Source: an optimization exercise on an open RTL-to-GDS flow (aim: small area and few clock cycles per item). Production flows keep margins and buffers that such runs may drop. In this exercise RTL edits were held to simulation tests only and were not proved equivalent to the original. Power and IR drop assume default switching activity. The flow treats the clock pin as an ideal source, which a real chip does not have.

`flow/flow/run.sh`:
```
#!/bin/bash
# The standard layout (standard.sh, with the standard synthesis), with two
# changes to how it is made:
#  - clock tree: clkbuf_16 buffers over clusters of at most 28 sinks, and no
#    dummy loads;
#  - ports buffered with buf_2 cells.
# make's full output goes to make.log here; each ORFS step also keeps its
# own log under orfs/logs/.
set -euo pipefail
bash standard.sh \
  "CTS_ARGS=-sink_clustering_enable -repair_clock_nets -dont_use_dummy_load -buf_list sky130_fd_sc_hd__clkbuf_16 -sink_clustering_size 28 -sink_clustering_max_diameter 100" \
  "BUFFER_PORTS_ARGS=-buffer_cell sky130_fd_sc_hd__buf_2" \
  finish > make.log 2>&1
```
`flow/standard.sh`:
```
#!/bin/bash
# synth_recipe.tcl (not shown) runs the flow's synth.tcl, then flattens the netlist and writes it again
# the make line also repeats each setting of config.mk as NAME=value (left out here)
make -C /OpenROAD-flow-scripts/flow DESIGN_CONFIG=/design/flow/config.mk WORK_HOME=/design/flow/orfs CLKGATE_MAP_FILE= SYNTH_SCRIPT=/design/flow/synth_recipe.tcl "${@:-finish}"
```
`flow/config.mk`:
```
export PLATFORM = sky130hd
export DESIGN_NAME = core_top
export DESIGN_NICKNAME = core_top
export VERILOG_FILES = /design/flow/design.v
export SDC_FILE = /design/flow/constraint.sdc
export NUM_CORES = 4
export LEC_CHECK = 0
export CAP_MARGIN = 5
export CORE_MARGIN = 2
export CORE_UTILIZATION = 55
export SLEW_MARGIN = 5
export SYNTH_HIERARCHICAL = 1
export SYNTH_MINIMUM_KEEP_SIZE = 0
```
`flow/constraint.sdc`:
```
create_clock -name core_clock -period 4.5 [get_ports {clk_i}]
set_input_delay 0.9000 -clock core_clock [delete_from_list [all_inputs] [get_ports {clk_i}]]
set_output_delay 0.9000 -clock core_clock [all_outputs]
set_load 0.01 [all_outputs]
```
`flow/design.v`:
```
`default_nettype none
package core_pkg;
  typedef logic [31:0] xlen_t;       
  typedef logic [31:0] instr_t;      
  typedef logic [4:0]  reg_addr_t;   
  typedef struct packed {
    logic       we;        
    reg_addr_t  rd;
    logic [2:0] f3;        
    logic       sub;       
    logic       arith;     
    logic       fwd_a;     
    logic       fwd_b;     
    xlen_t      op_a;
    xlen_t      op_b;
  } ex_t;
endpackage
`default_nettype wire
`default_nettype none
module fetch_stage (
  input  wire logic            clk_i,
  input  wire logic            rst_i,
  input  wire core_pkg::xlen_t boot_addr_i,
  input  wire logic            fetch_enable_i,
  output logic                 instr_req_o,
  output core_pkg::xlen_t      instr_addr_o,
  input  wire logic            instr_gnt_i,
  input  wire logic            instr_rvalid_i,
  output logic                 if_busy_o
);
  logic        wait_q;    
  logic        hold_q;    
  logic [29:0] pc_q;      
  logic        acc;
  assign instr_req_o  = (!wait_q || instr_rvalid_i) && (fetch_enable_i || hold_q);
  assign instr_addr_o = {pc_q, 2'b00};
  assign acc          = instr_req_o && instr_gnt_i;
  assign if_busy_o    = instr_req_o || wait_q;
  always_ff @(posedge clk_i) begin
    if (rst_i) begin
      wait_q <= 1'b0;
      hold_q <= 1'b0;
      pc_q   <= boot_addr_i[31:2];
    end else begin
      wait_q <= acc || (wait_q && !instr_rvalid_i);
      hold_q <= instr_req_o && !instr_gnt_i;
      pc_q   <= pc_q + {29'd0, acc};
    end
  end
endmodule
`default_nettype wire
`default_nettype none
module decode_stage (
  input  wire logic                clk_i,
  input  wire logic                rst_i,
  input  wire logic                rvalid_i,
  input  wire core_pkg::instr_t    instr_i,
  output core_pkg::reg_addr_t      raddr_a_o,
  output logic                     ren_a_o,
  output core_pkg::reg_addr_t      raddr_b_o,
  output logic                     ren_b_o,
  input  wire core_pkg::xlen_t     rdata_a_i,
  input  wire core_pkg::xlen_t     rdata_b_i,
  input  wire logic                ex_we_i,
  input  wire core_pkg::reg_addr_t ex_rd_i,
  output core_pkg::ex_t            ex_o
);
  logic [6:0]          opc;
  logic [2:0]          f3;
  logic [6:0]          f7;
  core_pkg::reg_addr_t rd;
  core_pkg::reg_addr_t rs1;
  core_pkg::reg_addr_t rs2;
  logic                is_op;
  logic                is_imm;
  logic                is_lui;
  logic                legal;
  logic                f7_zero;
  logic                f7_alt;
  core_pkg::xlen_t     imm;
  core_pkg::ex_t       ex_q;
  assign opc     = instr_i[6:0];
  assign rd      = instr_i[11:7];
  assign f3      = instr_i[14:12];
  assign rs1     = instr_i[19:15];
  assign rs2     = instr_i[24:20];
  assign f7      = instr_i[31:25];
  assign is_op   = opc == 7'h33;
  assign is_imm  = opc == 7'h13;
  assign is_lui  = opc == 7'h37;
  assign f7_zero = f7 == 7'b0000000;
  assign f7_alt  = f7 == 7'b0100000;
  always_comb begin
    legal = is_lui;
    if (is_op)
      legal = f7_zero || (f7_alt && (f3 == 3'b000 || f3 == 3'b101));
    if (is_imm)
      legal = (f3 == 3'b001) ? f7_zero :
              (f3 == 3'b101) ? (f7_zero || f7_alt) : 1'b1;
  end
  always_comb begin
    if (is_lui)     imm = {instr_i[31:12], 12'd0};
    else if (is_op) imm = '0;
    else            imm = {{20{instr_i[31]}}, instr_i[31:20]};
  end
  assign raddr_a_o = rs1;
  assign ren_a_o   = !is_lui;
  assign raddr_b_o = rs2;
  assign ren_b_o   = is_op;
  always_ff @(posedge clk_i) begin
    if (rst_i) begin
      ex_q.we <= 1'b0;
    end else begin
      ex_q.we <= rvalid_i && legal && (rd != 5'd0);
    end
    ex_q.rd    <= rd;
    ex_q.f3    <= is_lui ? 3'b000 : f3;
    ex_q.sub   <= (is_op && f3 == 3'b000 && instr_i[30]) || (!is_lui && (f3 == 3'b010 || f3 == 3'b011));
    ex_q.arith <= instr_i[30];
    ex_q.fwd_a <= !is_lui && ex_we_i && ex_rd_i == rs1;
    ex_q.fwd_b <= is_op && ex_we_i && ex_rd_i == rs2;
    ex_q.op_a  <= rdata_a_i;
    ex_q.op_b  <= rdata_b_i | imm;
  end
  assign ex_o = ex_q;
endmodule
`default_nettype wire
`default_nettype none
module rf_bit (
  input  wire logic clk_i,
  input  wire logic we_i,
  input  wire logic keep_i,
  input  wire logic d_i,
  output logic      q_o
);
  always_ff @(posedge clk_i) begin
    q_o <= (we_i & d_i) | (keep_i & q_o);
  end
endmodule
module rf_ao3 (
  input  wire logic [2:0] s_i,
  input  wire logic [2:0] d_i,
  output logic            y_no
);
  assign y_no = !(|(s_i & d_i));
endmodule
module rf_ao2 (
  input  wire logic [1:0] s_i,
  input  wire logic [1:0] d_i,
  output logic            y_no
);
  assign y_no = !(|(s_i & d_i));
endmodule
module rf_or11 (
  input  wire logic [10:0] n_i,
  output logic             y_o
);
  assign y_o = !(&n_i);
endmodule
module rf_rd_bit (
  input  wire logic [31:0] sel_i,    
  input  wire logic [31:0] d_i,
  output logic             y_o
);
  logic [10:0] n;
  for (genvar g = 0; g < 10; g++) begin : g_ao
    rf_ao3 i_ao3 (
      .s_i  (sel_i[3*g+2:3*g]),
      .d_i  (d_i[3*g+2:3*g]),
      .y_no (n[g])
    );
  end
  rf_ao2 i_ao2 (
    .s_i  (sel_i[31:30]),
    .d_i  (d_i[31:30]),
    .y_no (n[10])
  );
  rf_or11 i_or (
    .n_i (n),
    .y_o (y_o)
  );
endmodule
module register_file (
  input  wire logic                clk_i,
  input  wire logic                rst_i,
  input  wire core_pkg::reg_addr_t raddr_a_i,
  input  wire logic                ren_a_i,
  input  wire core_pkg::reg_addr_t raddr_b_i,
  input  wire logic                ren_b_i,
  output core_pkg::xlen_t          rdata_a_o,
  output core_pkg::xlen_t          rdata_b_o,
  input  wire logic                we_i,
  input  wire core_pkg::reg_addr_t waddr_i,
  input  wire core_pkg::xlen_t     wdata_i
);
  logic [31:0]     q     [32];    
  logic [31:0]     col   [32];    
  core_pkg::xlen_t wd;
  logic [31:1]     row_we;
  logic [31:1]     row_keep;
  logic [31:0]     sel_a;
  logic [31:0]     sel_b;
  logic            byp_a;
  logic            byp_b;
  assign wd    = wdata_i & {32{!rst_i}};
  assign byp_a = we_i && waddr_i == raddr_a_i;    
  assign byp_b = we_i && waddr_i == raddr_b_i;
  always_comb begin
    sel_a[0] = ren_a_i && byp_a;
    sel_b[0] = ren_b_i && byp_b;
    for (int r = 1; r < 32; r++) begin
      row_we[r]   = rst_i || (we_i && waddr_i == 5'(r));
      row_keep[r] = !row_we[r];
      sel_a[r]    = ren_a_i && !byp_a && raddr_a_i == 5'(r);
      sel_b[r]    = ren_b_i && !byp_b && raddr_b_i == 5'(r);
    end
  end
  for (genvar r = 1; r < 32; r++) begin : g_row
    for (genvar b = 0; b < 32; b++) begin : g_bit
      rf_bit i_bit (
        .clk_i  (clk_i),
        .we_i   (row_we[r]),
        .keep_i (row_keep[r]),
        .d_i    (wd[b]),
        .q_o    (q[r][b])
      );
      assign col[b][r] = q[r][b];
    end
  end
  for (genvar b = 0; b < 32; b++) begin : g_rd
    assign col[b][0] = wdata_i[b];
    rf_rd_bit i_rd_a (
      .sel_i (sel_a),
      .d_i   (col[b]),
      .y_o   (rdata_a_o[b])
    );
    rf_rd_bit i_rd_b (
      .sel_i (sel_b),
      .d_i   (col[b]),
      .y_o   (rdata_b_o[b])
    );
  end
endmodule
`default_nettype wire
`default_nettype none
module sh_mux2i (
  input  wire logic a0_i,
  input  wire logic a1_i,
  input  wire logic s_i,
  output logic      y_no
);
  assign y_no = !(s_i ? a1_i : a0_i);
endmodule
module shifter (
  input  wire core_pkg::xlen_t a_i,
  input  wire logic            left_i,
  input  wire logic [4:0]      shamt_i,
  input  wire logic            fill_i,
  output core_pkg::xlen_t      y_o
);
  logic [31:0] x [7];
  logic [5:1]  f;
  assign x[0] = a_i;
  for (genvar k = 1; k < 6; k++) begin : g_fill
    assign f[k] = (k % 2 == 0) ? fill_i : !fill_i;
  end
  for (genvar i = 0; i < 32; i++) begin : g_rev
    sh_mux2i i_mux (
      .a0_i (x[0][i]),
      .a1_i (x[0][31-i]),
      .s_i  (left_i),
      .y_no (x[1][i])
    );
  end
  for (genvar k = 0; k < 5; k++) begin : g_lvl
    for (genvar i = 0; i < 32; i++) begin : g_bit
      if (i + (1 << k) < 32) begin : g_in
        sh_mux2i i_mux (
          .a0_i (x[k+1][i]),
          .a1_i (x[k+1][i + (1 << k)]),
          .s_i  (shamt_i[k]),
          .y_no (x[k+2][i])
        );
      end else begin : g_fill
        sh_mux2i i_mux (
          .a0_i (x[k+1][i]),
          .a1_i (f[k+1]),
          .s_i  (shamt_i[k]),
          .y_no (x[k+2][i])
        );
      end
    end
  end
  assign y_o = x[6];
endmodule
module adder (
  input  wire core_pkg::xlen_t a_i,
  input  wire core_pkg::xlen_t b_i,
  input  wire logic            cin_i,
  output core_pkg::xlen_t      p_o,      
  output core_pkg::xlen_t      g_o,      
  output logic [33:0]          s_o
);
  logic [32:0] p;
  logic [32:0] g;
  logic [32:0] gg;
  logic [32:0] pp;
  always_comb begin
    p  = {a_i ^ b_i, 1'b0};
    g  = {a_i & b_i, cin_i};
    gg = g;
    pp = p;
    for (int l = 0; l < 6; l++) begin
      for (int i = 0; i < 33; i++) begin
        if ((i + 1) % (2 << l) == 0 && i >= (1 << l)) begin
          gg[i] = gg[i] | (pp[i] & gg[i - (1 << l)]);
          pp[i] = pp[i] & pp[i - (1 << l)];
        end
      end
    end
    for (int l = 4; l >= 0; l--) begin
      for (int i = 0; i < 33; i++) begin
        if ((i + 1) % (2 << l) == (1 << l) && i >= (2 << l)) begin
          gg[i] = gg[i] | (pp[i] & gg[i - (1 << l)]);
          pp[i] = pp[i] & pp[i - (1 << l)];
        end
      end
    end
    s_o[0] = 1'b1;
    for (int i = 1; i < 33; i++) s_o[i] = p[i] ^ gg[i-1];
    s_o[33] = gg[32];
  end
  assign p_o = p[32:1];
  assign g_o = g[32:1];
endmodule
module execute_stage (
  input  wire logic            clk_i,
  input  wire logic            rst_i,
  input  wire core_pkg::ex_t   ex_i,
  output logic                 wb_we_o,
  output core_pkg::reg_addr_t  wb_rd_o,
  output core_pkg::xlen_t      wb_data_o
);
  logic [2:0]      f3;
  core_pkg::xlen_t a;
  core_pkg::xlen_t b;
  core_pkg::xlen_t bx;
  logic [33:0]     sum;
  logic            lt;
  logic            ltu;
  logic            left;
  logic [4:0]      shamt;
  core_pkg::xlen_t sh_out;
  logic            fill;
  core_pkg::xlen_t p;
  core_pkg::xlen_t g;
  logic            s_add;
  logic            s_sll;
  logic            s_sr;
  logic            s_p;
  logic            s_g;
  core_pkg::xlen_t result;
  assign f3 = ex_i.f3;
  assign a = ex_i.fwd_a ? wb_data_o : ex_i.op_a;
  assign b = ex_i.fwd_b ? wb_data_o : ex_i.op_b;
  assign bx  = b ^ {32{ex_i.sub}};
  adder i_adder (
    .a_i   (a),
    .b_i   (bx),
    .cin_i (ex_i.sub),
    .p_o   (p),
    .g_o   (g),
    .s_o   (sum)
  );
  assign ltu = !sum[33];
  assign lt  = (a[31] ^ b[31]) ? a[31] : sum[32];
  assign left  = !f3[2];
  assign shamt = b[4:0];
  assign fill  = ex_i.arith && a[31] && f3[2];
  shifter i_shifter (
    .a_i     (a),
    .left_i  (left),
    .shamt_i (shamt),
    .fill_i  (fill),
    .y_o     (sh_out)
  );
  assign s_add = f3 == 3'b000;
  assign s_sll = f3 == 3'b001;
  assign s_sr  = f3 == 3'b101;
  assign s_p   = f3 == 3'b100 || f3 == 3'b110;    
  assign s_g   = f3 == 3'b110 || f3 == 3'b111;    
  always_comb begin
    for (int i = 0; i < 32; i++) begin
      result[i] = (s_add && sum[i+1]) || (s_sll && sh_out[31-i]) || (s_sr && sh_out[i]) ||
                  (s_p && p[i]) || (s_g && g[i]);
    end
    result[0] = result[0] || (f3 == 3'b010 && lt) || (f3 == 3'b011 && ltu);
  end
  always_ff @(posedge clk_i) begin
    if (rst_i) begin
      wb_we_o <= 1'b0;
    end else begin
      wb_we_o <= ex_i.we;
    end
    wb_rd_o   <= ex_i.rd;
    wb_data_o <= result;
  end
endmodule
`default_nettype wire
`default_nettype none
module core_top (
  input  wire logic                 clk_i,
  input  wire logic                 rst_i,
  input  wire core_pkg::xlen_t      boot_addr_i,
  input  wire logic                 fetch_enable_i,
  output logic                      instr_req_o,
  output core_pkg::xlen_t           instr_addr_o,
  input  wire logic                 instr_gnt_i,
  input  wire logic                 instr_rvalid_i,
  input  wire core_pkg::instr_t     instr_rdata_i,
  output logic                      rf_we_wb_o,
  output core_pkg::reg_addr_t       rf_waddr_wb_o,
  output core_pkg::xlen_t           rf_wdata_wb_o,
  output logic                      core_busy_o
);
  core_pkg::reg_addr_t raddr_a;
  core_pkg::reg_addr_t raddr_b;
  logic                ren_a;
  logic                ren_b;
  core_pkg::xlen_t     rdata_a;
  core_pkg::xlen_t     rdata_b;
  core_pkg::ex_t       ex;
  logic                wb_we;
  core_pkg::reg_addr_t wb_rd;
  core_pkg::xlen_t     wb_data;
  logic                if_busy;
  fetch_stage i_fetch_stage (
    .clk_i          (clk_i),
    .rst_i          (rst_i),
    .boot_addr_i    (boot_addr_i),
    .fetch_enable_i (fetch_enable_i),
    .instr_req_o    (instr_req_o),
    .instr_addr_o   (instr_addr_o),
    .instr_gnt_i    (instr_gnt_i),
    .instr_rvalid_i (instr_rvalid_i),
    .if_busy_o      (if_busy)
  );
  decode_stage i_decode_stage (
    .clk_i     (clk_i),
    .rst_i     (rst_i),
    .rvalid_i  (instr_rvalid_i),
    .instr_i   (instr_rdata_i),
    .raddr_a_o (raddr_a),
    .ren_a_o   (ren_a),
    .raddr_b_o (raddr_b),
    .ren_b_o   (ren_b),
    .rdata_a_i (rdata_a),
    .rdata_b_i (rdata_b),
    .ex_we_i   (ex.we),
    .ex_rd_i   (ex.rd),
    .ex_o      (ex)
  );
  register_file i_register_file (
    .clk_i     (clk_i),
    .rst_i     (rst_i),
    .raddr_a_i (raddr_a),
    .ren_a_i   (ren_a),
    .raddr_b_i (raddr_b),
    .ren_b_i   (ren_b),
    .rdata_a_o (rdata_a),
    .rdata_b_o (rdata_b),
    .we_i      (wb_we),
    .waddr_i   (wb_rd),
    .wdata_i   (wb_data)
  );
  execute_stage i_execute_stage (
    .clk_i     (clk_i),
    .rst_i     (rst_i),
    .ex_i      (ex),
    .wb_we_o   (wb_we),
    .wb_rd_o   (wb_rd),
    .wb_data_o (wb_data)
  );
  assign rf_we_wb_o    = wb_we;
  assign rf_waddr_wb_o = wb_rd;
  assign rf_wdata_wb_o = wb_data;
  assign core_busy_o   = if_busy || ex.we || wb_we;
endmodule
`default_nettype wire
```
==> results of run 1 <==
state kept, by name, summed over array words and instances, names as in the netlist:
signal,count
i_register_file.g_row.g_bit.i_bit.q_o,992
i_decode_stage.ex_q,77
i_execute_stage.wb_data_o,32
i_fetch_stage.pc_q,30
i_execute_stage.wb_rd_o,5
i_execute_stage.wb_we_o,1
i_fetch_stage.hold_q,1
i_fetch_stage.wait_q,1
worst reg2reg max path, delay by kind of cell (launching register included):
family	cells	cell delay [ps]
adders and majority gates	2	860
and+or+nand+nor	1	100
DFF	1	370
buffers and inverters	3	500
AOI/OAI and AO/OA	7	1910
muxes	1	440
xor gates and xnor gates	1	160
per-layer routing:
layer  GRT usage  routed length, um
met1       0.603              81500
met2       0.635              88900
met3       0.180              38000
met4       0.269              15600
met5     0.00103                 52
where the power goes:
group | internal [mW] | switching [mW]
sequential | 11.3 | 1.13
clock | 1.96 | 3.28
combinational | 1.56 | 2.24
placed cells by master (no fill, tap or decap), types with 10 or more instances in the layout:
cell type / instances
o221ai_1: 10
a22oi_1: 27
fa_1: 17
nor2b_2: 33
nor2b_1: 27
buf_4: 270
o21ai_1: 17
ha_1: 35
or3_1: 67
and3_1: 16
a221oi_1: 14
mux2i_1: 235
nand2b_1: 10
a21oi_4: 59
a222oi_1: 640
xor2_1: 55
buf_12: 25
a22oi_2: 64
nand4_1: 143
o21ai_0: 23
buf_2: 135
a21oi_1: 18
a22o_1: 992
mux2_2: 44
nand2_1: 99
a211o_1: 18
a211oi_4: 27
xnor2_1: 41
dfxtp_1: 1134
clkbuf_16: 49
o22ai_1: 19
a21o_1: 38
nor2_1: 13
nand3_1: 81
inv_1: 28
final cells by class:
type                    count  area (sq um)
flip-flops and latches   1139         22800
repair buffers            431          3220
clock buffers              49          1230
diodes                      9          22.5
inverters                  30           113
well taps                1165          1460
fillers                  7268         32900
multi-input cells        2992         27000
metrics by stage:
step | util | instance area, sq um | std cells | total power [mW]
finish | 0.629 | 55900 | 5815 | 21.4
global route | 0.629 | 55800 | 5810 | 22.0
CTS | 0.629 | 55800 | 5806 | 21.2
detailed placement | 0.615 | 54600 | 5757 | 16.2
global placement | 0.615 | 54600 | 5757 | 16.1
floorplan | - | 49400 | 4268 | 14.6
worst min-delay path by stage:
stage,end,slack (ps)
finish,i_decode_stage.ex_q[73],340
global placement,i_execute_stage.wb_rd_o[2],470
CTS,i_decode_stage.ex_q[75],330
detailed placement,i_execute_stage.wb_rd_o[2],470
floorplan,i_execute_stage.wb_rd_o[0],370
global route,i_decode_stage.ex_q[72],350
repair_timing:
item / in CTS / in global routing
setup buffers: 0 / 0
endpoints found under the setup margin: 0 / 1
resized for setup: 0 / 1
hold buffers: 0 / 0
==> impl_metrics.yaml, run 1 <==
run_status:
  status: "timing/DRC/antenna clean"
synth:
  syn_inst: 4267
  avgSynthCellArea_sq_um: 11.6
  synth_area_sq_um: 49400
  yosys_warnings: 18
timing:
  skew_ps: 78.0
  slew_headroom: 0.0548
  rsz0062_at_grt: "no"
  holdWs_ps: 339
  fin_tns_setup_ps: 0
  hold_violations: 0
  fin_ws_ps: 115
  worst_slew_pin_slew_ps: 1410
  finalCriticalPeriod_ps: 4380
  period_share: 0.974
  maxSlewViolCount: 0
  setup_violations: 0
  max_freq_ghz: 0.228
worst_setup_path:
  path_buf_inv: 3
  cp.arrival_ps: 5000
  critPathCaptureType: "flip-flop"
  path_depth: 15
  critPathMaxStageDelay_ps: 490
  start_kind: "flip-flop"
  crit_family: "compound AO/OA/AOI/OAI gates"
  r2r_end: "i_execute_stage.wb_data_o[0]"
  slowest_stage: "fa_1"
  endpoint: "i_execute_stage.wb_data_o[0]"
  cp.required_ps: 5110
  reg2reg_slack_ps: 120
  reg2reg_depth: 15
  path_cells: "buf_12 -> mux2_2 -> xor2_1 -> ha_1 -> a21oi_1 -> nand2_1 -> o2111ai_2 -> o22ai_2 -> a21o_4 -> a221oi_2 -> fa_1 -> inv_1 -> o211ai_1 -> o32ai_1 -> buf_4"
  setup.worst_path.start: "i_decode_stage.ex_q[64]"
  crit_path_max_fanout: 23
  crit_type: "flip-flop to flip-flop"
  r2r_start: "i_decode_stage.ex_q[64]"
global_route:
  antenna_found_initial: 22
  track_usage: 0.459
  grt_pass1_wl_um: 316000
  overflow: 0
  grt_start_max_net_pins: 72
  grt_pass1_vias: 44100
pwr:
  power_density_nw_per_um2: 384
  p_leak_nw: 21.5
  peakVddDrop_v: 0.000373
floorplanning:
  die-width_um: 304
  core_area_sq_um: 88800
  rows: 109
  dieArea_sq_um: 92300
  start_util: 0.557
  die_h_um: 304
  ios: 141
clock_tree:
  cts_buffers: 49
  cts_tree: "built"
  cts-root-buf: "clkbuf_16"
  cts_buffer_depth: 3
  cts-htree-levels: 2
  cts_sinks: 1139
  clk_latency_ps: 680
  clk_pin_slew_worst_paths_ps: 110
worst_hold_path:
  min_from: "instr_rdata_i[9]"
  hp-class: "input pin to flip-flop"
  hold_depth: 1
detailed_routing:
  drc: 0
  first_pass_iters: 14
  ant_nets: 0
  wl_um: 224000
  wl_per_cell_um: 38.5
  dr.first_iter.drc_count: 10900
  dr_total_vias: 48000
  drt-vias-per-instance: 8.26
final_layout:
  nNetsFinal: 4764
  syn_to_final_growth_pct: 13.0
  layout-drive-gt1-share: 0.166
placed_design:
  pre_cts_ws_ps: 135
  gp_congestion: 0.993
  dp_hpwl_um: 145000
  portBuffers: 136
job:
  maxCapViolCount: 0
Testbench counts, summed over its fixed seeds: cycles 2,080, items 2,048.
==> run 2, diff against run 1 <==
--- a/flow/design.v
+++ b/flow/design.v
@@ -300,5 +300,6 @@
   output core_pkg::xlen_t      p_o,      
   output core_pkg::xlen_t      g_o,      
-  output logic [33:0]          s_o
+  output logic [33:0]          s_o,
+  output logic                 c31_o
 );
   logic [32:0] p;
@@ -331,6 +332,7 @@
     s_o[33] = gg[32];
   end
-  assign p_o = p[32:1];
-  assign g_o = g[32:1];
+  assign p_o   = p[32:1];
+  assign g_o   = g[32:1];
+  assign c31_o = gg[31];
 endmodule
 module execute_stage (
@@ -347,4 +349,5 @@
   core_pkg::xlen_t bx;
   logic [33:0]     sum;
+  logic            c31;
   logic            lt;
   logic            ltu;
@@ -371,8 +374,9 @@
     .p_o   (p),
     .g_o   (g),
-    .s_o   (sum)
+    .s_o   (sum),
+    .c31_o (c31)
   );
   assign ltu = !sum[33];
-  assign lt  = (a[31] ^ b[31]) ? a[31] : sum[32];
+  assign lt  = (a[31] ^ b[31]) ? a[31] : !c31;
   assign left  = !f3[2];
   assign shamt = b[4:0];
--- a/flow/config.mk
+++ b/flow/config.mk
@@ -6,8 +6,8 @@
 export NUM_CORES = 4
 export LEC_CHECK = 0
-export CAP_MARGIN = 5
+export CAP_MARGIN = 20
 export CORE_MARGIN = 2
 export CORE_UTILIZATION = 55
-export SLEW_MARGIN = 5
+export SLEW_MARGIN = 20
 export SYNTH_HIERARCHICAL = 1
 export SYNTH_MINIMUM_KEEP_SIZE = 0
==> impl_metrics.yaml, run 2 <==
run_status:
  status: "timing/DRC/antenna clean"
timing:
  maxSlewViolCount: 0
  hold_violations: 0
  max_freq_ghz: 0.234
  rsz0062_at_grt: "no"
  worst_slew_pin_slew_ps: 1350
  fin_ws_ps: 227
  setup_violations: 0
  slew_headroom: 0.102
  fin_tns_setup_ps: 0
  finalCriticalPeriod_ps: 4270
  skew_ps: 101
  period_share: 0.950
final_layout:
  fillers: 7282
  largest_register: "i_register_file.g_row.g_bit.i_bit.q_o"
  syn_to_final_growth_pct: 12.6
  regArea_sq_um: 22800
  largest_reg_flops: 992
  fin_cells: 5782
  final_cell_area_sq_um: 55500
  layout_common_cells: "dfxtp_1, a22o_1, a222oi_1"
  nNetsFinal: 4725
  multiInputGateArea_sq_um: 26900
  mostFrequentLayoutCell: "dfxtp_1"
  largestRegisters: "i_register_file.g_row.g_bit.i_bit.q_o (992), i_decode_stage.ex_q (77), i_execute_stage.wb_data_o (32)"
  layout-drive-gt1-share: 0.156
job:
  maxCapViolCount: 0
global_route:
  met1_usage: 0.600
  grt_start_max_net_pins: 68
  antenna_found_initial: 23
  grt_pass1_vias: 44000
  track_usage: 0.461
  grt_pass1_wl_um: 311000
  overflow: 0
  met2_usage: 0.632
  busiest_layer: "met2"
  grtUsageMet3: 0.186
worst_setup_path:
  reg2reg_depth: 9
  r2r_end: "i_decode_stage.ex_q[58]"
  setup.worst_path.start: "i_execute_stage.wb_rd_o[2]"
  crit_type: "flip-flop to flip-flop"
  critPathCaptureType: "flip-flop"
  r2r_start: "i_execute_stage.wb_rd_o[2]"
  cp.required_ps: 5020
  start_kind: "flip-flop"
  cp.arrival_ps: 4800
  endpoint: "i_decode_stage.ex_q[58]"
  reg2reg_slack_ps: 230
  crit_path_max_fanout: 32
synth:
  avgSynthCellArea_sq_um: 11.6
  syn_inst: 4267
  synth_area_sq_um: 49300
  yosys_warnings: 18
floorplanning:
  core_area_sq_um: 88600
  die-width_um: 303
  ios: 141
  start_util: 0.556
  dieArea_sq_um: 92000
  rows: 109
  die_h_um: 303
detailed_routing:
  drt-vias-per-instance: 8.20
  dr_total_vias: 47400
  wl_um: 222000
  first_pass_iters: 12
  drc: 0
  ant_nets: 0
  dr.first_iter.drc_count: 10200
  wl_per_cell_um: 38.3
clock_tree:
  cts_hold_buf: 0
  clk_latency_ps: 670
  cts_tree: "built"
  clk_pin_slew_worst_paths_ps: 110
  cts.repair.resized: 0
  cts-root-buf: "clkbuf_16"
  cts_buffers: 48
  cts_buffer_depth: 3
  cts-htree-levels: 2
  postCtsSetupBuffers: 0
  cts_sinks: 1139
pwr:
  p_leak_nw: 21.2
  power_mw: 21.3
  p_comb_frac: 0.175
  p_int_mw: 14.7
  seq_power_share: 0.582
  power_density_nw_per_um2: 383
  peakVddDrop_v: 0.000254
  swShare: 0.308
  p_switching_mw: 6.56
  p_clk_frac: 0.242
placed_design:
  pre_cts_ws_ps: 130
  portBuffers: 136
  post_dp_cell_area_sq_um: 54200
  dp.cells: 5715
  gp_congestion: 0.987
  dp_hpwl_um: 141000
worst_hold_path:
  hp-class: "input pin to flip-flop"
run 2: worst min-delay path by stage:
stage                                  from                         end  slack [ps]  depth (start not counted)
global placement    i_decode_stage.ex_q[72]  i_execute_stage.wb_rd_o[1]         430                          0
floorplan           i_decode_stage.ex_q[71]  i_execute_stage.wb_rd_o[0]         370                          0
CTS                        instr_rdata_i[7]     i_decode_stage.ex_q[71]         340                          1
finish                     instr_rdata_i[7]     i_decode_stage.ex_q[71]         350                          1
detailed placement  i_decode_stage.ex_q[72]  i_execute_stage.wb_rd_o[1]         430                          0
global route              instr_rdata_i[11]     i_decode_stage.ex_q[75]         350                          1
run 2: worst max-delay path: stages, from the launching register on:
cell	delay, ps
dfxtp_1	710
buf_4	370
xnor2_1	150
and2_4	780
a211oi_4	310
buf_6	240
buf_4	170
a222oi_1	360
nand4_1	500
or3_1	510
run 2: layout make-up:
type                       count  area share
tap                         1165      0.0263
clock buffer                  48      0.0216
inverter                      31     0.00210
antenna                       15    0.000676
timing repair buffer         392      0.0534
sequential                  1139       0.411
multi-input combinational   2992       0.485
run 2: stage by stage:
stage	hold WS (ps)	util
finish	350	0.626
global route	345	0.626
CTS	335	0.625
detailed placement	426	0.611
global placement	426	0.610
floorplan	375	-
run 2: layer usage:
metal | vias to the layer above | routed length (um)
li1 | 19500 | -
met1 | 23100 | 81000
met2 | 4046 | 88500
met3 | 820 | 36300
met4 | 10 | 15700
met5 | - | 66
run 2: power groups by stage:
stage	registers (mW)	clock network, mW	logic (mW)
6_report	12.4	5.16	3.73
5_1_grt	12.5	5.45	3.91
4_1_cts	12.3	5.13	3.61
3_5_place_dp	12.5	0	3.60
3_3_place_gp	12.5	0	3.52
2_1_floorplan	12.2	0	2.32
Testbench counts of run 2, summed over its fixed seeds: cycles 2,080, items 2,048.
==> run 3, diff against run 2 <==
--- a/flow/config.mk
+++ b/flow/config.mk
@@ -6,8 +6,9 @@
 export NUM_CORES = 4
 export LEC_CHECK = 0
-export CAP_MARGIN = 20
+export CAP_MARGIN = 10
 export CORE_MARGIN = 2
 export CORE_UTILIZATION = 55
-export SLEW_MARGIN = 20
+export GPL_ROUTABILITY_DRIVEN = 0
+export SLEW_MARGIN = 10
 export SYNTH_HIERARCHICAL = 1
 export SYNTH_MINIMUM_KEEP_SIZE = 0
==> impl_metrics.yaml, run 3 <==
run_status:
  status: "timing/DRC/antenna clean"
floorplanning:
  start_util: 0.556
  die-width_um: 303
  die_h_um: 303
  dieArea_sq_um: 92000
  ios: 141
  core_area_sq_um: 88600
  rows: 109
global_route:
  grt_pass1_vias: 44000
  grt_start_max_net_pins: 70
  track_usage: 0.460
  grt_pass1_wl_um: 310000
  antenna_found_initial: 21
  overflow: 0
clock_tree:
  cts-htree-levels: 2
  cts_hold_buf: 0
  postCtsSetupBuffers: 0
  cts_tree: "built"
  cts_buffers: 48
  cts_sinks: 1139
  clk_pin_slew_worst_paths_ps: 110
  cts-root-buf: "clkbuf_16"
  cts_buffer_depth: 3
  clk_latency_ps: 680
  cts.repair.resized: 0
placed_design:
  pre_cts_ws_ps: 193
  dp_hpwl_um: 141000
  portBuffers: 136
synth:
  avgSynthCellArea_sq_um: 11.6
  syn_inst: 4267
  yosys_warnings: 18
  synth_area_sq_um: 49300
worst_hold_path:
  hp-class: "input pin to flip-flop"
  hold_depth: 1
  hold_path_end: "i_decode_stage.ex_q[74]"
  min_from: "instr_rdata_i[10]"
pwr:
  p_switching_mw: 6.57
  power_density_nw_per_um2: 384
  swShare: 0.309
  seq_power_share: 0.581
  p_int_mw: 14.7
  p_clk_frac: 0.243
  p_leak_nw: 21.2
  peakVddDrop_v: 0.000436
  p_comb_frac: 0.176
timing:
  hold_violations: 0
  max_freq_ghz: 0.243
  rsz0062_at_grt: "no"
  skew_ps: 77.5
  worst_slew_pin_slew_ps: 1380
  slew_headroom: 0.0769
  period_share: 0.914
  setup_violations: 0
  finalCriticalPeriod_ps: 4110
  fin_tns_setup_ps: 0
  maxSlewViolCount: 0
  fin_ws_ps: 385
detailed_routing:
  dr.first_iter.drc_count: 9756
  dr_total_vias: 47500
  drc: 0
  first_pass_iters: 12
  wl_per_cell_um: 38.3
  ant_nets: 0
  wl_um: 221000
  drt-vias-per-instance: 8.21
worst_setup_path:
  r2r_start: "i_decode_stage.ex_q[64]"
  critPathMaxStageDelay_ps: 510
  cp.required_ps: 4980
  start_kind: "flip-flop"
  critPathCaptureType: "flip-flop"
  crit_path_max_fanout: 29
  reg2reg_slack_ps: 390
  crit_family: "compound AO/OA/AOI/OAI gates"
  slowest_stage: "fa_1"
  path_cells: "buf_4 -> buf_4 -> mux2i_1 -> xnor2_1 -> ha_1 -> nand2_1 -> o21ai_1 -> a21oi_2 -> a21oi_4 -> a21oi_2 -> o21a_1 -> fa_1 -> inv_1 -> mux2_2 -> a21oi_1 -> o22ai_1"
  path_buf_inv: 3
  crit_type: "flip-flop to flip-flop"
  r2r_end: "i_execute_stage.wb_data_o[31]"
  reg2reg_depth: 16
  cp.arrival_ps: 4590
final_layout:
  layout-drive-gt1-share: 0.157
  mostFrequentLayoutCell: "dfxtp_1"
  largest_register: "i_register_file.g_row.g_bit.i_bit.q_o"
  syn_to_final_growth_pct: 12.5
  largest_reg_flops: 992
  nNetsFinal: 4728
  layout_common_cells: "dfxtp_1, a22o_1, a222oi_1"
  largestRegisters: "i_register_file.g_row.g_bit.i_bit.q_o (992), i_decode_stage.ex_q (77), i_execute_stage.wb_data_o (32)"
job:
  maxCapViolCount: 0
## run 3: area by class of cell
cell class	instances	area [sq um]
Inverter	31	116
Clock buffer	48	1200
Multi-Input combinational cell	2992	26900
Antenna cell	16	40.0
Timing Repair Buffer	395	2930
Fill cell	7484	33200
Sequential cell	1139	22800
Tap cell	1165	1460
## run 3: worst max path at each step
stage | start | end | depth (start not counted)
final | i_decode_stage.ex_q[64] | i_execute_stage.wb_data_o[31] | 16
after global placement | instr_rdata_i[3] | i_decode_stage.ex_q[29] | 12
after CTS | i_decode_stage.ex_q[64] | i_execute_stage.wb_data_o[31] | 16
after floorplan | instr_rdata_i[3] | i_decode_stage.ex_q[32] | 10
after global routing | i_decode_stage.ex_q[64] | i_execute_stage.wb_data_o[31] | 16
after detailed placement | instr_rdata_i[3] | i_decode_stage.ex_q[6] | 12
## run 3: metrics by stage
stage / utilization / std cells / hold WS, ps / cell area, sq um / total power [mW]
after floorplan: - / 4268 / 375 / 49300 / 14.5
after global placement: 0.612 / 5722 / 406 / 54200 / 16.0
after detailed placement: 0.612 / 5722 / 410 / 54200 / 16.1
after CTS: 0.625 / 5770 / 332 / 55400 / 21.1
after global routing: 0.625 / 5776 / 338 / 55400 / 21.9
final: 0.626 / 5786 / 341 / 55500 / 21.3
## run 3: routing by layer
metal / part of all wire / GRT usage / vias to the layer above
met3: 0.16 / 0.196 / 862
met5: 0.0014 / 0.0166 / -
li1: - / - / 19500
met4: 0.075 / 0.286 / 18
met2: 0.40 / 0.637 / 3952
met1: 0.36 / 0.586 / 23200
## run 3: power by group through the flow
stage / combinational [mW] / clock [mW] / sequential (mW)
finish: 3.74 / 5.17 / 12.4
global route: 3.92 / 5.49 / 12.5
CTS: 3.62 / 5.15 / 12.3
detailed placement: 3.60 / 0 / 12.5
global placement: 3.54 / 0 / 12.5
floorplan: 2.32 / 0 / 12.2
==> run 4, diff against run 3 <==
==> flow/flow/run.sh (replaced) <==
#!/bin/bash
# The standard layout (standard.sh, with the standard synthesis), with two
# changes to how it is made:
#  - clock tree: clkbuf_16 buffers over clusters of at most 30 sinks, and no
#    dummy loads;
#  - ports buffered with buf_2 cells.
# make's full output goes to make.log here; each ORFS step also keeps its
# own log under orfs/logs/.
set -euo pipefail
bash standard.sh \
  "CTS_ARGS=-sink_clustering_enable -repair_clock_nets -dont_use_dummy_load -buf_list sky130_fd_sc_hd__clkbuf_16 -sink_clustering_size 30 -sink_clustering_max_diameter 110" \
  "BUFFER_PORTS_ARGS=-buffer_cell sky130_fd_sc_hd__buf_2" \
  finish > make.log 2>&1
==> impl_metrics.yaml, run 4 <==
final_layout:
  multiInputGateArea_sq_um: 26900
  mostFrequentLayoutCell: "dfxtp_1"
  syn_to_final_growth_pct: 12.3
  utilization: 0.625
  layout-drive-gt1-share: 0.156
  largest_reg_flops: 992
  regArea_sq_um: 22800
  final_cell_area_sq_um: 55400
  layout_common_cells: "dfxtp_1, a22o_1, a222oi_1"
  largest_register: "i_register_file.g_row.g_bit.i_bit.q_o"
  nNetsFinal: 4725
  largestRegisters: "i_register_file.g_row.g_bit.i_bit.q_o (992), i_decode_stage.ex_q (77), i_execute_stage.wb_data_o (32)"
  fillers: 7495
placed_design:
  pre_cts_ws_ps: 193
  post_dp_cell_area_sq_um: 54200
  dp_hpwl_um: 141000
  portBuffers: 136
global_route:
  grt_pass1_vias: 44000
  overflow: 0
  antenna_found_initial: 21
  track_usage: 0.459
  grt_start_max_net_pins: 70
  grt_pass1_wl_um: 309000
pwr:
  power_density_nw_per_um2: 381
  power_mw: 21.1
  peakVddDrop_v: 0.000337
  p_leak_nw: 21.1
clock_tree:
  cts.repair.resized: 0
  cts_tree: "built"
  cts_sinks: 1139
  cts_hold_buf: 0
  postCtsSetupBuffers: 0
  clk_latency_ps: 670
  clk_pin_slew_worst_paths_ps: 120
  cts-root-buf: "clkbuf_16"
  cts_buffers: 45
  cts_buffer_depth: 3
  cts-htree-levels: 2
timing:
  max_freq_ghz: 0.240
  fin_ws_ps: 341
  skew_ps: 90.4
  rsz0062_at_grt: "no"
  hold_violations: 0
  slew_headroom: 0.0647
  period_share: 0.924
  finalCriticalPeriod_ps: 4160
  setup_violations: 0
  worst_slew_pin_slew_ps: 1400
  fin_tns_setup_ps: 0
  maxSlewViolCount: 0
floorplanning:
  start_util: 0.556
  ios: 141
  dieArea_sq_um: 92000
  core_area_sq_um: 88600
  rows: 109
  die-width_um: 303
  die_h_um: 303
worst_setup_path:
  crit_type: "flip-flop to flip-flop"
  cp.required_ps: 5010
  start_kind: "flip-flop"
  reg2reg_depth: 8
  critPathCaptureType: "flip-flop"
  reg2reg_slack_ps: 340
  r2r_start: "i_execute_stage.wb_rd_o[2]"
  r2r_end: "i_decode_stage.ex_q[52]"
  crit_path_max_fanout: 20
  cp.arrival_ps: 4660
detailed_routing:
  dr.first_iter.drc_count: 9826
  dr_total_vias: 47500
  ant_nets: 0
  first_pass_iters: 11
  wl_per_cell_um: 38.3
  wl_um: 221000
  drc: 0
  drt-vias-per-instance: 8.21
worst_hold_path:
  hold_path_end: "i_decode_stage.ex_q[74]"
  min_from: "instr_rdata_i[10]"
  hp-class: "input pin to flip-flop"
  hold_depth: 1
synth:
  syn_inst: 4267
  synth_area_sq_um: 49300
  avgSynthCellArea_sq_um: 11.6
  yosys_warnings: 18
run_status:
  status: "timing/DRC/antenna clean"
job:
  maxCapViolCount: 0
## run 4: worst max path at each step
stage | slack [ps] | depth (start not counted) | to | startpoint
4_1_cts | 410 | 16 | i_execute_stage.wb_data_o[31] | i_decode_stage.ex_q[64]
3_5_place_dp | 190 | 12 | i_decode_stage.ex_q[6] | instr_rdata_i[3]
2_1_floorplan | 220 | 10 | i_decode_stage.ex_q[32] | instr_rdata_i[3]
5_1_grt | 180 | 16 | i_execute_stage.wb_data_o[31] | i_decode_stage.ex_q[64]
3_3_place_gp | 200 | 12 | i_decode_stage.ex_q[29] | instr_rdata_i[3]
6_report | 340 | 8 | i_decode_stage.ex_q[52] | i_execute_stage.wb_rd_o[2]
## run 4: worst max-delay path, stage by stage, from the launching register on
cell      delay (ps)
dfxtp_1          780
buf_4            390
xnor2_1          150
and2_4           550
a211oi_4         300
buf_4            370
a222oi_1         320
nand4_1          520
or3_1            580
## run 4: final cells by class
cell class | instances | share of cell area
well taps | 1165 | 0.0263
flip-flops and latches | 1139 | 0.412
repair buffers | 395 | 0.0530
multi-input cells | 2992 | 0.486
clock buffers | 45 | 0.0203
inverters | 31 | 0.00210
diodes | 12 | 0.000542
## run 4: power by group
part / leakage [nW] / switching (mW) / internal, mW
registers: 9.34 / 1.10 / 11.3
logic: 11.2 / 2.22 / 1.53
clock network: 0.555 / 3.20 / 1.81
## run 4: stage by stage
stage / hold WS (ps) / cells
after floorplan: 375 / 4268
after global placement: 406 / 5722
after detailed placement: 410 / 5722
after CTS: 345 / 5767
after global routing: 344 / 5771
final: 344 / 5779
## run 4: routing by layer
metal	GRT usage	routed length (um)	vias to the layer above
li1	-	-	19500
met1	0.592	80300	23000
met2	0.638	88500	4059
met3	0.183	35900	871
met4	0.280	16300	20
met5	0.0181	317	-

==> separate check: timing with driven ports <==
In the flow no input, the clock included, has a driving cell. The finished layouts below were timed again as built, in two steps. Step 1, drivers: a clkbuf_16 drives clk_i and a buf_2 each remaining input, both assumed. Step 2, shift: input delay + t, output delay - t, t = (earliest + latest rising clock arrival at the registers) / 2. This alone moves slack from input paths to output paths. a / b / c = ideal ports / drivers / drivers and shift; a / b = the first two.
run | shift t [ns] | slack for setup (ns) | worst setup path after step 2
run 1 | 0.707 | 0.115 / 0.115 / -0.081 | input to register
run 2 | 0.686 | 0.227 / 0.227 / -0.088 | input to register
run 3 | 0.713 | 0.385 / 0.385 / -0.115 | input to register
run 4 | 0.691 | 0.341 / 0.341 / -0.127 | input to register
Met with ideal ports but missed after step 2: setup timing in every run listed. The setup slack of run 3, which loses most, moves by 0.000 ns with the drivers and by -0.500 ns with both steps.
